From an optimization exercise on the open Yosys and OpenROAD flow, aimed at small area, a short achievable clock period and few clock cycles per item; shortcuts taken in it are not production practice.
Only simulation tests tie the RTL to the original design; equivalence was not proved.
Power figures rest on the tool's default switching activity, not on a simulated workload.

### flow/design.v
`timescale 1ns / 1ps
package frb_pkg;
    localparam int MaxFragDef   = 16;
    localparam int HandleBitsDef = 8;
    localparam int InDataBits   = 64;
    localparam int FragBits     = 58;
    typedef enum logic [1:0] {
        ACT_HELD    = 2'd0,
        ACT_RELEASE = 2'd1,
        ACT_DISCARD = 2'd2,
        ACT_REJECT  = 2'd3
    } t_action;
    typedef struct packed {
        logic [15:0] datagram_id;
        logic [12:0] frag_offset;
        logic [15:0] total_length;
        logic [3:0]  header_words;
        logic        more_fragments;
        logic [7:0]  handle;
    } t_frag;
endpackage
`timescale 1ns / 1ps
module frb_front (
    input  logic                                i_clk,
    input  logic                                i_rst_n,
    input  logic                                i_s_tvalid,
    output logic                                o_s_tready,
    input  logic [frb_pkg::InDataBits-1:0]      i_s_tdata,
    output logic                                o_q_valid,
    output logic [53:0]                         o_q_frag,
    input  logic                                i_q_pop
);
    logic        r_valid;
    logic [53:0] r_frag;
    logic [15:0] w_end;
    assign w_end      = {i_s_tdata[28:16], 3'b000} + i_s_tdata[44:29]
                        - {10'd0, i_s_tdata[48:45], 2'b00};
    assign o_s_tready = !r_valid || i_q_pop;
    assign o_q_valid  = r_valid;
    assign o_q_frag   = r_frag;
    always_ff @(posedge i_clk) begin
        if (o_s_tready) begin
            r_frag <= {i_s_tdata[57:49], w_end, i_s_tdata[28:0]};
        end
    end
    always_ff @(posedge i_clk) begin
        if (!i_rst_n) begin
            r_valid <= 1'b0;
        end else if (o_s_tready) begin
            r_valid <= i_s_tvalid;
        end
    end
endmodule
`timescale 1ns / 1ps
module frb_back #(
    parameter int MAX_FRAGMENTS = frb_pkg::MaxFragDef,
    parameter int HANDLE_BITS   = frb_pkg::HandleBitsDef
) (
    input  logic            i_clk,
    input  logic            i_rst_n,
    input  logic            i_q_valid,
    input  logic [53:0]     i_q_frag,
    output logic            o_q_pop,
    output logic            o_m_tvalid,
    input  logic            i_m_tready,
    output logic [7:0]      o_m_tdata,    
    output logic [1:0]      o_m_tuser,    
    output logic            o_m_tlast     
);
    localparam int N  = MAX_FRAGMENTS;
    localparam int IW = $clog2(MAX_FRAGMENTS);
    localparam logic [1:0] ModeNew = 2'd0;
    localparam logic [1:0] ModeRel = 2'd1;
    localparam logic [1:0] ModeDis = 2'd2;
    logic [12:0]            r_off [N];
    logic [15:0]            r_end [N];
    logic [HANDLE_BITS-1:0] r_hd  [N];
    logic [N-1:0]           r_vld;
    logic [N-1:0]           r_lnk;
    logic                   r_lmf;
    logic [15:0]            r_held_id;
    logic [1:0]             r_mode;
    logic [IW-1:0]          r_idx;
    logic                   r_ov, r_sv;
    logic [10:0]            r_ow, r_sw;
    logic [15:0] w_id;
    logic [12:0] w_off;
    logic [15:0] w_nend;
    logic        w_mf;
    logic [7:0]  w_hd;
    assign w_id   = i_q_frag[15:0];
    assign w_off  = i_q_frag[28:16];
    assign w_nend = i_q_frag[44:29];
    assign w_mf   = i_q_frag[45];
    assign w_hd   = i_q_frag[53:46];
    logic [N-1:0] w_ge;       
    logic [N-1:0] w_at;       
    logic [N-1:0] w_pred;     
    logic [15:0]  w_pend;     
    logic [12:0]  w_soff;     
    logic         w_has_succ;
    logic         w_pl, w_sl, w_others, w_lmf, w_complete;
    always_comb begin
        for (int i = 0; i < N; i++) begin
            w_ge[i] = r_vld[i] && (r_off[i] <= w_off);
        end
        for (int i = 0; i < N; i++) begin
            w_at[i]   = ((i == 0) ? 1'b1 : w_ge[(i > 0) ? i - 1 : 0]) && !w_ge[i];
            w_pred[i] = w_ge[i] && ((i == N - 1) ? 1'b1 : !w_ge[(i < N - 1) ? i + 1 : 0]);
        end
        w_pend = '0;
        w_soff = '0;
        for (int i = 0; i < N; i++) begin
            w_pend = w_pend | (w_pred[i] ? r_end[i] : 16'd0);
            w_soff = w_soff | ((w_at[i] && r_vld[i]) ? r_off[i] : 13'd0);
        end
        w_has_succ = |(w_at & r_vld);
        w_pl = w_ge[0] ? (w_pend == {w_off, 3'b000}) : (w_off == 13'd0);
        w_sl = (w_soff == w_nend[15:3]) && (w_nend[2:0] == 3'b000);
        w_others = &(~r_vld | r_lnk | w_at);
        w_lmf = w_has_succ ? r_lmf : w_mf;
        w_complete = w_pl && (!w_has_succ || w_sl) && w_others && !w_lmf;
    end
    logic         w_free;       
    logic         w_emit;
    logic [10:0]  w_word;
    logic         w_ins, w_flush;
    logic [1:0]   n_mode;
    logic [IW-1:0] n_idx;
    logic         w_idx_last;
    logic         w_diff;
    assign w_free     = !r_sv;
    assign w_idx_last = (r_idx == IW'(N - 1)) || !r_vld[r_idx + IW'(1)];
    assign w_diff     = r_vld[0] && (w_id != r_held_id);
    always_comb begin
        w_emit  = 1'b0;
        w_word  = '0;
        w_ins   = 1'b0;
        w_flush = 1'b0;
        o_q_pop = 1'b0;
        n_mode  = r_mode;
        n_idx   = r_idx;
        if (w_free) begin
            case (r_mode)
                ModeRel: begin
                    w_emit = 1'b1;
                    w_word = {w_idx_last, frb_pkg::ACT_RELEASE, r_hd[r_idx]};
                    n_idx  = r_idx + IW'(1);
                    if (w_idx_last) begin
                        w_flush = 1'b1;
                        n_mode  = ModeNew;
                    end
                end
                ModeDis: begin
                    w_emit = 1'b1;
                    w_word = {1'b0, frb_pkg::ACT_DISCARD, r_hd[r_idx]};
                    n_idx  = r_idx + IW'(1);
                    if (w_idx_last) begin
                        w_flush = 1'b1;
                        n_mode  = ModeNew;
                    end
                end
                default: begin
                    if (i_q_valid) begin
                        w_emit = 1'b1;
                        if (w_diff) begin
                            w_word = {1'b0, frb_pkg::ACT_DISCARD, r_hd[0]};
                            n_idx  = IW'(1);
                            if (!r_vld[1]) begin
                                w_flush = 1'b1;
                            end else begin
                                n_mode = ModeDis;
                            end
                        end else if (r_vld[N-1]) begin
                            o_q_pop = 1'b1;
                            w_word  = {1'b1, frb_pkg::ACT_REJECT, w_hd};
                        end else begin
                            o_q_pop = 1'b1;
                            w_ins   = 1'b1;
                            if (!w_complete) begin
                                w_word = {1'b1, frb_pkg::ACT_HELD, w_hd};
                            end else if (!r_vld[0]) begin
                                w_word  = {1'b1, frb_pkg::ACT_RELEASE, w_hd};
                                w_flush = 1'b1;
                            end else begin
                                w_word = {1'b0, frb_pkg::ACT_RELEASE,
                                          w_ge[0] ? r_hd[0] : w_hd};
                                n_idx  = IW'(1);
                                n_mode = ModeRel;
                            end
                        end
                    end
                end
            endcase
        end
    end
    always_ff @(posedge i_clk) begin
        if (!i_rst_n) begin
            r_mode <= ModeNew;
            r_vld  <= '0;
            r_ov   <= 1'b0;
            r_sv   <= 1'b0;
        end else begin
            r_mode <= n_mode;
            if (w_flush) begin
                r_vld <= '0;
            end else if (w_ins) begin
                r_vld <= {r_vld[N-2:0], 1'b1};
            end
            if (!r_ov || i_m_tready) begin
                r_ov <= r_sv || w_emit;
                r_sv <= 1'b0;
            end else if (w_emit) begin
                r_sv <= 1'b1;
            end
        end
    end
    always_ff @(posedge i_clk) begin
        r_idx <= n_idx;
        if (!r_ov || i_m_tready) begin
            r_ow <= r_sv ? r_sw : w_word;
        end
        if (w_emit) begin
            r_sw <= w_word;
        end
        if (w_ins) begin
            if (!r_vld[0]) r_held_id <= w_id;
            if (!w_has_succ) r_lmf <= w_mf;
        end
    end
    always_ff @(posedge i_clk) begin
        for (int i = 0; i < N; i++) begin
            if (w_ins && !w_ge[i]) begin
                if (w_at[i]) begin
                    r_off[i] <= w_off;
                    r_end[i] <= w_nend;
                    r_hd[i]  <= w_hd;
                    r_lnk[i] <= w_pl;
                end else begin
                    r_off[i] <= r_off[(i > 0) ? i - 1 : 0];
                    r_end[i] <= r_end[(i > 0) ? i - 1 : 0];
                    r_hd[i]  <= r_hd[(i > 0) ? i - 1 : 0];
                    r_lnk[i] <= w_at[(i > 0) ? i - 1 : 0] ? w_sl : r_lnk[(i > 0) ? i - 1 : 0];
                end
            end
        end
    end
    assign o_m_tvalid = r_ov;
    assign {o_m_tlast, o_m_tuser, o_m_tdata} = r_ow;
endmodule
`timescale 1ns / 1ps
module ip_fragment_reorder_buffer #(
    parameter int MAX_FRAGMENTS = frb_pkg::MaxFragDef,
    parameter int HANDLE_BITS   = frb_pkg::HandleBitsDef
) (
    input  logic                            i_clk,
    input  logic                            i_rst_n,
    input  logic                            i_s_tvalid,
    output logic                            o_s_tready,
    input  logic [frb_pkg::InDataBits-1:0]  i_s_tdata,
    output logic                            o_m_tvalid,
    input  logic                            i_m_tready,
    output logic [7:0]                      o_m_tdata,    
    output logic [1:0]                      o_m_tuser,    
    output logic                            o_m_tlast     
);
    logic        w_q_valid, w_q_pop;
    logic [53:0] w_q_frag;
    frb_front u_front (
        .i_clk      (i_clk),
        .i_rst_n    (i_rst_n),
        .i_s_tvalid (i_s_tvalid),
        .o_s_tready (o_s_tready),
        .i_s_tdata  (i_s_tdata),
        .o_q_valid  (w_q_valid),
        .o_q_frag   (w_q_frag),
        .i_q_pop    (w_q_pop)
    );
    frb_back #(
        .MAX_FRAGMENTS (MAX_FRAGMENTS),
        .HANDLE_BITS   (HANDLE_BITS)
    ) u_back (
        .i_clk      (i_clk),
        .i_rst_n    (i_rst_n),
        .i_q_valid  (w_q_valid),
        .i_q_frag   (w_q_frag),
        .o_q_pop    (w_q_pop),
        .o_m_tvalid (o_m_tvalid),
        .i_m_tready (i_m_tready),
        .o_m_tdata  (o_m_tdata),
        .o_m_tuser  (o_m_tuser),
        .o_m_tlast  (o_m_tlast)
    );
endmodule
### flow/run.sh
#!/bin/bash
# synth_recipe.tcl (not shown) runs the flow's synth.tcl, then flattens the netlist and writes it again
# the make line also repeats each setting of config.mk as NAME=value (left out here)
make -C /OpenROAD-flow-scripts/flow DESIGN_CONFIG=/design/flow/config.mk WORK_HOME=/design/flow/orfs CLKGATE_MAP_FILE= SYNTH_SCRIPT=/design/flow/synth_recipe.tcl finish
### flow/config.mk
export PLATFORM = sky130hd
export DESIGN_NAME = ip_fragment_reorder_buffer
export DESIGN_NICKNAME = ip_fragment_reorder_buffer
export VERILOG_FILES = /design/flow/design.v
export SDC_FILE = /design/flow/constraint.sdc
export NUM_CORES = 4
export LEC_CHECK = 0
export CAP_MARGIN = 20
export CORE_MARGIN = 2
export CORE_UTILIZATION = 40
export SLEW_MARGIN = 20
### flow/constraint.sdc
create_clock -name core_clock -period 10.0 [get_ports {i_clk}]
set_input_delay 2.0000 -clock core_clock [delete_from_list [all_inputs] [get_ports {i_clk}]]
set_output_delay 2.0000 -clock core_clock [all_outputs]
set_load 0.01 [all_outputs]
==> results of run 1 <==
[logic make-up (layout without fill, tap and decap cells)]
group | after synthesis | count (layout) | share of synthesized area [%]
compound gates | 790 | 790 | 13.34
xor+xnor | 37 | 37 | 0.8063
fa+ha+maj | 241 | 241 | 7.559
buf+inv | 381 | 492 | 3.602
flops | 726 | 726 | 53.72
mux | 213 | 213 | 6.108
other cells | 0 | 1 | 0
simple gates | 1366 | 1366 | 14.87
[synth_stat cells, types with 9 or more instances]
cell / count / share of area (%)
a22o_1: 27 / 0.59
o31ai_1: 18 / 0.34
and2_1: 10 / 0.16
mux2i_1: 18 / 0.45
nor4_1: 28 / 0.44
clkbuf_1: 190 / 1.8
o311ai_0: 11 / 0.24
nand3_1: 73 / 0.91
ha_1: 238 / 7.4
nand2_1: 947 / 8.8
a211oi_1: 21 / 0.39
o21bai_1: 15 / 0.28
nand2b_1: 13 / 0.20
a221oi_1: 17 / 0.37
and4_1: 24 / 0.52
o32ai_1: 9 / 0.20
a22oi_1: 94 / 1.8
a31oi_1: 24 / 0.37
mux2_2: 188 / 5.3
edfxtp_1: 705 / 53
xnor2_1: 33 / 0.72
nor3_1: 39 / 0.49
nand4_1: 65 / 1.0
a21o_1: 12 / 0.22
o21a_1: 20 / 0.37
a32oi_1: 15 / 0.33
o211ai_1: 11 / 0.21
buf_1: 44 / 0.41
a21oi_1: 108 / 1.3
or4_1: 13 / 0.24
dfxtp_1: 21 / 1.0
nor2_1: 75 / 0.70
or3_1: 12 / 0.19
inv_1: 129 / 1.2
and3_1: 28 / 0.44
o21ai_0: 255 / 3.2
a222oi_1: 48 / 1.2
nor2b_1: 18 / 0.28
a21boi_0: 11 / 0.21
[worst max-delay path: cells and delay by family, from the launching register on]
kind	cells	cell delay (ps)
flops	1	840
buf+inv	3	1050
fa+ha+maj	1	300
simple gates	8	3770
compound gates	5	1850
[placed cells by master (no fill, tap or decap), types with 74 or more instances in the layout]
cell type / n
a21oi_1: 108
a22oi_1: 94
buf_4: 129
clkbuf_16: 84
clkdlybuf4s50_1: 74
edfxtp_1: 705
ha_1: 238
inv_1: 128
mux2_2: 188
nand2_1: 941
o21ai_0: 255
[how the worst min path moves through the flow]
| stage | endpoint | from | cells after the start | slack [ps] |
|---|---|---|---|---|
| global placement | u_back.r_held_id[12] | u_front.r_frag[12] | 0 | 460 |
| global route | u_back.r_held_id[12] | u_front.r_frag[12] | 0 | 490 |
| detailed placement | u_back.r_held_id[0] | u_front.r_frag[0] | 0 | 460 |
| floorplan | u_back.r_off[0][12] | u_front.r_frag[28] | 0 | 420 |
| finish | u_back.r_held_id[10] | u_front.r_frag[10] | 0 | 460 |
| CTS | u_back.r_held_id[0] | u_front.r_frag[0] | 0 | 470 |
[layer usage]
metal,global-route usage (%),up-vias
met5,0,-
met4,14.62,2
met3,5.793,421
met2,43.55,2175
met1,38.30,15670
li1,-,14130
[through the flow]
step | std cells | hold slack (ps) | setup WS (ps) | cell area, sq um | power (W)
final | 5164 | 464.6 | 1981 | 45570 | 0.008028
after global routing | 5163 | 485.9 | 1952 | 45570 | 0.008266
after CTS | 5163 | 472.7 | 2320 | 45550 | 0.008021
after detailed placement | 5008 | 460.8 | 2398 | 42830 | 0.004924
after global placement | 5008 | 460.1 | 2324 | 42820 | 0.004902
after floorplan | 3754 | 424.4 | 4475 | 40190 | 0.004434
[state kept, by name, summed over array words and instances (netlist names)]
register,cells
u_back.r_ov,1
u_back.r_sw,11
u_back.r_lnk,16
u_back.r_held_id,16
u_back.r_off,208
u_back.r_vld,16
u_back.r_end,256
u_front.r_frag,54
u_back.r_hd,128
u_back.r_lmf,1
u_back.r_mode,2
u_back.r_ow,11
u_back.r_idx,4
u_front.r_valid,1
u_back.r_sv,1
[final cells by class]
type	count	area share [%]
inverter	133	1.095
tap	1298	3.564
antenna	1	0.005491
clock inverter	48	1.145
timing repair buffer	204	3.794
sequential	726	47.38
clock buffer	107	4.824
multi-input combinational	2647	38.19
[power groups by stage]
| stage | Sequential, W | Combinational [W] | Clock, W |
|---|---|---|---|
| 4_1_cts | 0.00392 | 0.000950 | 0.00315 |
| 3_5_place_dp | 0.00398 | 0.000945 | 0 |
| 3_3_place_gp | 0.00398 | 0.000923 | 0 |
| 2_1_floorplan | 0.00381 | 0.000624 | 0 |
| 5_1_grt | 0.00394 | 0.00106 | 0.00326 |
| 6_report | 0.00394 | 0.000966 | 0.00313 |
==> results.json, run 1 <==
{
  "status": "no timing/DRC/antenna violations",
  "nNetsFinal": 4105,
  "p_seq_share_pct": 49.0,
  "period_share_pct": 80.19,
  "routedWlPerCell_microns": 28.81,
  "crit_chain": "inv_1 -> buf_4 -> ha_1 -> nand4_1 -> nor3_1 -> o211a_1 -> a41o_1 -> and3_1 -> a22oi_1 -> and4_1 -> and4_1 -> nor4_1 -> nand4_1 -> buf_4 -> o21a_2 -> nor4_4 -> a21oi_1",
  "syn_area_sq_mm": 0.04019,
  "async_reset_ff_share_pct": 0,
  "layout_min_cycle_time_ps": 8019,
  "fin_tns_setup_ps": 0,
  "wl_met1_microns": 57890,
  "final_antenna_net_count": 0,
  "cts_max_level": 3,
  "antenna_found_initial": 3,
  "crit_required_ps": 10510,
  "fillers": 9265,
  "seq_area_sq_mm": 0.02159,
  "fp-row-count": 116,
  "hold_buffers": 0,
  "p_clk_share_pct": 39.0,
  "clock_latency_ps": 670,
  "post-dp-hpwl_microns": 97810,
  "clockBufferDepth": 3,
  "worst-r2r-cell-count": 17,
  "cts_resized": 0,
  "min_path_type": "flip-flop to flip-flop",
  "die_h_microns": 321.0,
  "root_buffer": "clkbuf_16",
  "layout-drive-gt1-share_pct": 13.17,
  "cts_tree": "done",
  "cp-startpoint": "u_front.r_frag[21]",
  "ys_ff_latch": 726,
  "numPortBuffers": 74,
  "grt_start_max_net_pins": 53,
  "io_pins": 81,
  "dieArea_sq_mm": 0.1030,
  "slowest_stage": "and3_1",
  "detailedRoute.firstPassIterationCount": 6,
  "wl_met2_microns": 64890,
  "comb_power_share_pct": 12.0,
  "gr-total-overflow": 0,
  "via_per_inst": 6.272,
  "coreArea_sq_mm": 0.09986,
  "multi_input_comb_area_sq_mm": 0.01741,
  "leakage_nw": 17.17,
  "setup_viol": 0,
  "synth_cell_type_count": 82,
  "drc": 0,
  "met3WireLength_microns": 17470,
  "worstSetupPathType": "flip-flop to flip-flop",
  "worst_path_largest_cell_delay_ps": 950,
  "final_util_pct": 45.64,
  "fmax_mhz": 124.7,
  "fin_skew_ps": 24.52,
  "gp_congestion": 0.9733,
  "syn-num-nets": 4063,
  "intPower_w": 0.005773,
  "endpoint": "u_back.r_vld[11]",
  "vias": 32390,
  "grt_pass1_wl_microns": 214400,
  "synth_seq_area_share_pct": 53.72,
  "switching_share_pct": 28.09,
  "yosys_warnings": 5,
  "initial_core_util_pct": 40.25,
  "maxCapViolations": 0,
  "p_per_area_mw_per_mm2": 176.2,
  "final-hold-violation-count": 0,
  "r2r_slack_ps": 1980,
  "drtIter0Drc": 4625,
  "rr_startpoint": "u_front.r_frag[21]",
  "worstMarginPinSlew_ps": 1147,
  "startpoint_type": "flip-flop",
  "cp_max_fo": 27,
  "rsz0062_at_grt": "false",
  "synthCells": 3754,
  "routed_wl_microns": 148800,
  "slew_viol_final": 0,
  "die_w_microns": 321.0,
  "synth_flop_cell": "edfxtp_1",
  "clkTransAtPathRegs_ps": 60,
  "grt_pass1_vias": 30880,
  "cp-end-kind": "flip-flop",
  "post_cts_buffers": 0,
  "clkSinkCount": 726,
  "synth_edf_count": 705,
  "cts_buffers": 84,
  "syn_area_per_cell_sq_um": 10.71,
  "grt.total_usage_pct": 28.47,
  "reg2reg_to": "u_back.r_vld[11]",
  "p_sw_w": 0.002255,
  "syn2layout_area_growth_pct": 13.39,
  "worst-endpoint-arrival_ps": 8530,
  "maxSlewHeadroom_pct": 23.52,
  "top_layer_used": "met5",
  "max-vdd-ir-drop_v": 0.0001404
}
Testbench counts, summed over its fixed seeds: cycles 17,438, items 9,628.
==> run 2, diff against run 1 <==
--- a/flow/design.v
+++ b/flow/design.v
@@ -29,3 +29,3 @@
     output logic                                o_q_valid,
-    output logic [53:0]                         o_q_frag,
+    output logic [51:0]                         o_q_frag,
     input  logic                                i_q_pop
@@ -33,3 +33,3 @@
     logic        r_valid;
-    logic [53:0] r_frag;
+    logic [51:0] r_frag;
     logic [15:0] w_end;
@@ -42,3 +42,3 @@
         if (o_s_tready) begin
-            r_frag <= {i_s_tdata[57:49], w_end, i_s_tdata[28:0]};
+            r_frag <= {i_s_tdata[57:49], w_end[2:0] == 3'b000, w_end[15:3], i_s_tdata[28:0]};
         end
@@ -61,3 +61,3 @@
     input  logic            i_q_valid,
-    input  logic [53:0]     i_q_frag,
+    input  logic [51:0]     i_q_frag,
     output logic            o_q_pop,
@@ -75,3 +75,4 @@
     logic [12:0]            r_off [N];
-    logic [15:0]            r_end [N];
+    logic [12:0]            r_end [N];    
+    logic [N-1:0]           r_ea;         
     logic [HANDLE_BITS-1:0] r_hd  [N];
@@ -87,3 +88,4 @@
     logic [12:0] w_off;
-    logic [15:0] w_nend;
+    logic [12:0] w_nend;
+    logic        w_nea;
     logic        w_mf;
@@ -92,5 +94,18 @@
     assign w_off  = i_q_frag[28:16];
-    assign w_nend = i_q_frag[44:29];
-    assign w_mf   = i_q_frag[45];
-    assign w_hd   = i_q_frag[53:46];
+    assign w_nend = i_q_frag[41:29];
+    assign w_nea  = i_q_frag[42];
+    assign w_mf   = i_q_frag[43];
+    assign w_hd   = i_q_frag[51:44];
+    function automatic logic gt13(input logic [12:0] a, input logic [12:0] b);
+        logic [15:0] g, e;
+        g = {3'b000, a & ~b};
+        e = {3'b111, ~(a ^ b)};
+        for (int w = 1; w < 16; w = w * 2) begin
+            for (int k = 0; k < 16; k = k + 2 * w) begin
+                g[k] = g[k + w] | (e[k + w] & g[k]);
+                e[k] = e[k + w] & e[k];
+            end
+        end
+        gt13 = g[0];
+    endfunction
     logic [N-1:0] w_ge;       
@@ -98,4 +113,4 @@
     logic [N-1:0] w_pred;     
-    logic [15:0]  w_pend;     
-    logic [12:0]  w_soff;     
+    logic [N-1:0] w_peq;      
+    logic [N-1:0] w_seq;      
     logic         w_has_succ;
@@ -104,3 +119,5 @@
         for (int i = 0; i < N; i++) begin
-            w_ge[i] = r_vld[i] && (r_off[i] <= w_off);
+            w_ge[i]  = r_vld[i] && !gt13(r_off[i], w_off);
+            w_peq[i] = r_ea[i] && (r_end[i] == w_off);
+            w_seq[i] = r_off[i] == w_nend;
         end
@@ -110,11 +127,5 @@
         end
-        w_pend = '0;
-        w_soff = '0;
-        for (int i = 0; i < N; i++) begin
-            w_pend = w_pend | (w_pred[i] ? r_end[i] : 16'd0);
-            w_soff = w_soff | ((w_at[i] && r_vld[i]) ? r_off[i] : 13'd0);
-        end
         w_has_succ = |(w_at & r_vld);
-        w_pl = w_ge[0] ? (w_pend == {w_off, 3'b000}) : (w_off == 13'd0);
-        w_sl = (w_soff == w_nend[15:3]) && (w_nend[2:0] == 3'b000);
+        w_pl = w_ge[0] ? |(w_pred & w_peq) : (w_off == 13'd0);
+        w_sl = w_nea && |(w_at & r_vld & w_seq);
         w_others = &(~r_vld | r_lnk | w_at);
@@ -236,2 +247,3 @@
                     r_end[i] <= w_nend;
+                    r_ea[i]  <= w_nea;
                     r_hd[i]  <= w_hd;
@@ -241,2 +253,3 @@
                     r_end[i] <= r_end[(i > 0) ? i - 1 : 0];
+                    r_ea[i]  <= r_ea[(i > 0) ? i - 1 : 0];
                     r_hd[i]  <= r_hd[(i > 0) ? i - 1 : 0];
@@ -267,3 +280,3 @@
     logic        w_q_valid, w_q_pop;
-    logic [53:0] w_q_frag;
+    logic [51:0] w_q_frag;
     frb_front u_front (
--- a/flow/config.mk
+++ b/flow/config.mk
@@ -10,2 +10,3 @@
 export CORE_UTILIZATION = 40
+export SETUP_SLACK_MARGIN = 5
 export SLEW_MARGIN = 20
==> results.json, run 2 <==
{
  "cts_max_level": 3,
  "holdCritStartpoint": "u_front.r_frag[12]",
  "die_w_microns": 323.2,
  "startpoint_type": "flip-flop",
  "yosysMostFrequentCell": "edfxtp_1",
  "antenna_cells": 0,
  "slowest_stage": "a2111o_2",
  "clkTransAtPathRegs_ps": 60,
  "syn-num-nets": 3870,
  "clockBufferDepth": 3,
  "setup_viol": 0,
  "gp_congestion": 0.9443,
  "fin_skew_ps": 41.67,
  "worst-r2r-cell-count": 15,
  "io_pins": 81,
  "synth_seq_area_share_pct": 50.48,
  "leakage_nw": 16.71,
  "grt_pass1_vias": 28500,
  "layout_min_cycle_time_ps": 4806,
  "worstMarginPinSlew_ps": 1081,
  "final_antenna_net_count": 0,
  "ys_ff_latch": 692,
  "crit_chain": "buf_6 -> clkinvlp_4 -> buf_4 -> ha_1 -> a21oi_1 -> o21ai_0 -> a21oi_2 -> and2_2 -> nand2_2 -> a2111oi_1 -> nand4_1 -> buf_4 -> a2111o_2 -> nor3_4 -> o21a_2",
  "whs_ps": 471.8,
  "coreArea_sq_mm": 0.1014,
  "pre_cts_ws_ps": 3772,
  "synth_flop_cell": "edfxtp_1",
  "status": "no timing/DRC/antenna violations",
  "drtIter0Drc": 2671,
  "synth_cell_type_count": 87,
  "synthCells": 3577,
  "drc": 0,
  "cp-startpoint": "u_front.r_frag[27]",
  "async_reset_ff_share_pct": 0,
  "period_share_pct": 48.06,
  "cts_tree": "done",
  "grt_start_max_net_pins": 54,
  "syn2layout_area_growth_pct": 13.94,
  "via_per_inst": 5.710,
  "antenna_found_initial": 2,
  "max-vdd-ir-drop_v": 0.0001535,
  "synthTopCellsByArea": "edfxtp_1 (49%), mux2_2 (8.7%), ha_1 (6.8%)",
  "grt_pass1_wl_microns": 184900,
  "layout_commonest_cell": "edfxtp_1",
  "worst_path_largest_cell_delay_ps": 520,
  "maxCapViolations": 0,
  "post-dp-hpwl_microns": 81150,
  "synth_commonest_cells": "edfxtp_1 (671), nand2_1 (533), mux2_2 (316)",
  "worst-endpoint-arrival_ps": 5150,
  "syn_area_per_cell_sq_um": 11.39,
  "routedWlPerCell_microns": 24.54,
  "worstSetupPathType": "flip-flop to flip-flop",
  "syn_area_sq_mm": 0.04075,
  "maxSlewHeadroom_pct": 27.73,
  "layout-drive-gt1-share_pct": 17.97,
  "hold_buffers": 0,
  "fp-row-count": 117,
  "clock_latency_ps": 660,
  "numPortBuffers": 74,
  "p_per_area_mw_per_mm2": 207.9,
  "initial_core_util_pct": 40.17,
  "synth.largest_area_cell": "edfxtp_1",
  "synth_edf_count": 671,
  "fmax_mhz": 208.1,
  "die_h_microns": 323.2,
  "rr_startpoint": "u_front.r_frag[27]",
  "routed_wl_microns": 124000,
  "top_regs": "u_back.r_end (208), u_back.r_off (208), u_back.r_hd (128)",
  "cts_buffers": 79,
  "crit_family": "compound AO/OA/AOI/OAI gates",
  "clkSinkCount": 692,
  "cp-end-kind": "flip-flop",
  "grt.total_usage_pct": 23.66,
  "dieArea_sq_mm": 0.1044,
  "worst_path_most_repeated_cell": "buf_4",
  "gr-total-overflow": 0,
  "placed_cell_area_sq_mm": 0.04322,
  "crit_required_ps": 10350,
  "crit_cells": 15,
  "final-hold-violation-count": 0,
  "nNetsFinal": 3917,
  "slew_viol_final": 0,
  "reg2reg_to": "u_back.r_idx[2]",
  "fin_ws_ps": 5194,
  "rsz0062_at_grt": "false",
  "cp_max_fo": 23,
  "vias": 28850,
  "detailedRoute.firstPassIterationCount": 5,
  "fin_tns_setup_ps": 0,
  "yosys_warnings": 5,
  "worst-path-buf-inv": 4,
  "endpoint": "u_back.r_idx[2]",
  "fin_area_sq_mm": 0.04643,
  "r2r_slack_ps": 5190,
  "synth.top_cell.area_share_pct": 49.44,
  "layout_common_cells": "edfxtp_1 (671), nand2_1 (527), mux2_2 (316), xnor2_1 (267), ha_1 (222)",
  "root_buffer": "clkbuf_16",
  "min_path_type": "flip-flop to flip-flop"
}
==> run 2: changes by cell type after synthesis, moves of 40 or more <==
cell,previous run,this run
a222oi_1,48,8
a22oi_1,94,20
mux2_2,188,316
nand2_1,947,533
o21ai_0,255,196
xnor2_1,33,267
xor2_1,4,178
==> run 2: cell families after synthesis <==
family                   after synthesis  synth area share, %
flip-flops                           692                50.48
XOR/XNOR                             445                9.564
AND/OR/NAND/NOR                      987                11.25
multiplexers                         343                9.579
buffers and inverters                337                3.239
AO/OA/AOI/OAI                        548                8.932
adder cells (fa/ha/maj)              225                6.963
==> run 2: layout make-up <==
class                   count  area (sq um)
well taps                1368          1712
flip-flops and latches    692         20570
fillers                  9240         55020
inverters                  91         357.8
multi-input cells        2551         19310
clock buffers             104          2163
clock inverters            37         330.3
repair buffers            209          1986
==> run 2: power by group <==
group | total, W | internal (W) | switching, W
clock | 0.00286 | 0.00165 | 0.00121
sequential | 0.00412 | 0.00378 | 0.000345
combinational | 0.00267 | 0.000997 | 0.00168
==> run 2: worst min-delay path by stage <==
stage | cells after the start | end
2_1_floorplan | 0 | u_back.r_end[0][0]
3_3_place_gp | 0 | u_back.r_held_id[0]
3_5_place_dp | 0 | u_back.r_held_id[12]
4_1_cts | 0 | u_back.r_held_id[12]
5_1_grt | 0 | u_back.r_held_id[12]
6_report | 0 | u_back.r_held_id[12]
==> run 2: routing by layer <==
layer | vias up | part of all wire (%) | GRT usage [%]
met3 | 254 | 7.7 | 4.264
met5 | - | 0.010 | 0
met1 | 14240 | 43 | 32.01
met2 | 1105 | 46 | 37.92
met4 | 2 | 3.5 | 8.713
li1 | 13250 | - | -
==> run 2: stage by stage <==
step | total power (W) | util [%] | cells
2_1_floorplan | 0.005784 | - | 3577
3_3_place_gp | 0.006697 | 42.56 | 4873
3_5_place_dp | 0.006746 | 42.60 | 4875
4_1_cts | 0.009654 | 45.49 | 5040
5_1_grt | 0.01007 | 45.77 | 5052
6_report | 0.009655 | 45.77 | 5052
==> run 2: worst reg2reg max path, cell delays in order, from the launching register on <==
cell        delay [ps]
edfxtp_1           340
buf_6              350
clkinvlp_4         240
buf_4              250
ha_1               330
a21oi_1            140
o21ai_0            130
a21oi_2            330
and2_2             360
nand2_2            150
a2111oi_1          490
nand4_1            150
buf_4              210
a2111o_2           530
nor3_4             280
o21a_2             240
==> run 2: timing repair <==
| item | CTS | global route |
|---|---|---|
| resized for setup | 45 | 42 |
| pin swaps | 12 | 5 |
| buffers inserted | 23 | 7 |
| endpoints found under the setup margin | 59 | 47 |
| gates cloned | 1 | 2 |
Testbench counts of run 2, summed over its fixed seeds: cycles 17,438, items 9,628.

## port drivers added, routing unchanged
No port has a modelled driver above. Below, the same layouts with a new extraction and two added sets of constraints. Step 1 assumes that a clkbuf_16 drives the clock port and a buf_2 every other input. Step 2 times the ports against the registers' clock, not the clock port: input delays grow and output delays shrink by t, the midpoint of the rising clock arrivals with the driver on. a / b / c = no drivers / after step 1 / after step 2; a / b = the first two.
| run | t, ns | setup slack, ns | clock arrival spread, ns | slew at the worst register clock pin (ns) | cell pins on the clock port's net |
|---|---|---|---|---|---|
| run 1 | 0.734 | 1.981 / 1.981 / 1.981 | 0.026 / 0.027 | 0.06 / 0.06 | 1 |
| run 2 | 0.711 | 5.194 / 5.186 / 4.571 | 0.042 / 0.042 | 0.07 / 0.07 | 1 |
After both steps every run listed still meets setup and hold. The setup slack of run 2, which loses most, moves by -0.008 ns with the drivers and by -0.623 ns with both steps.
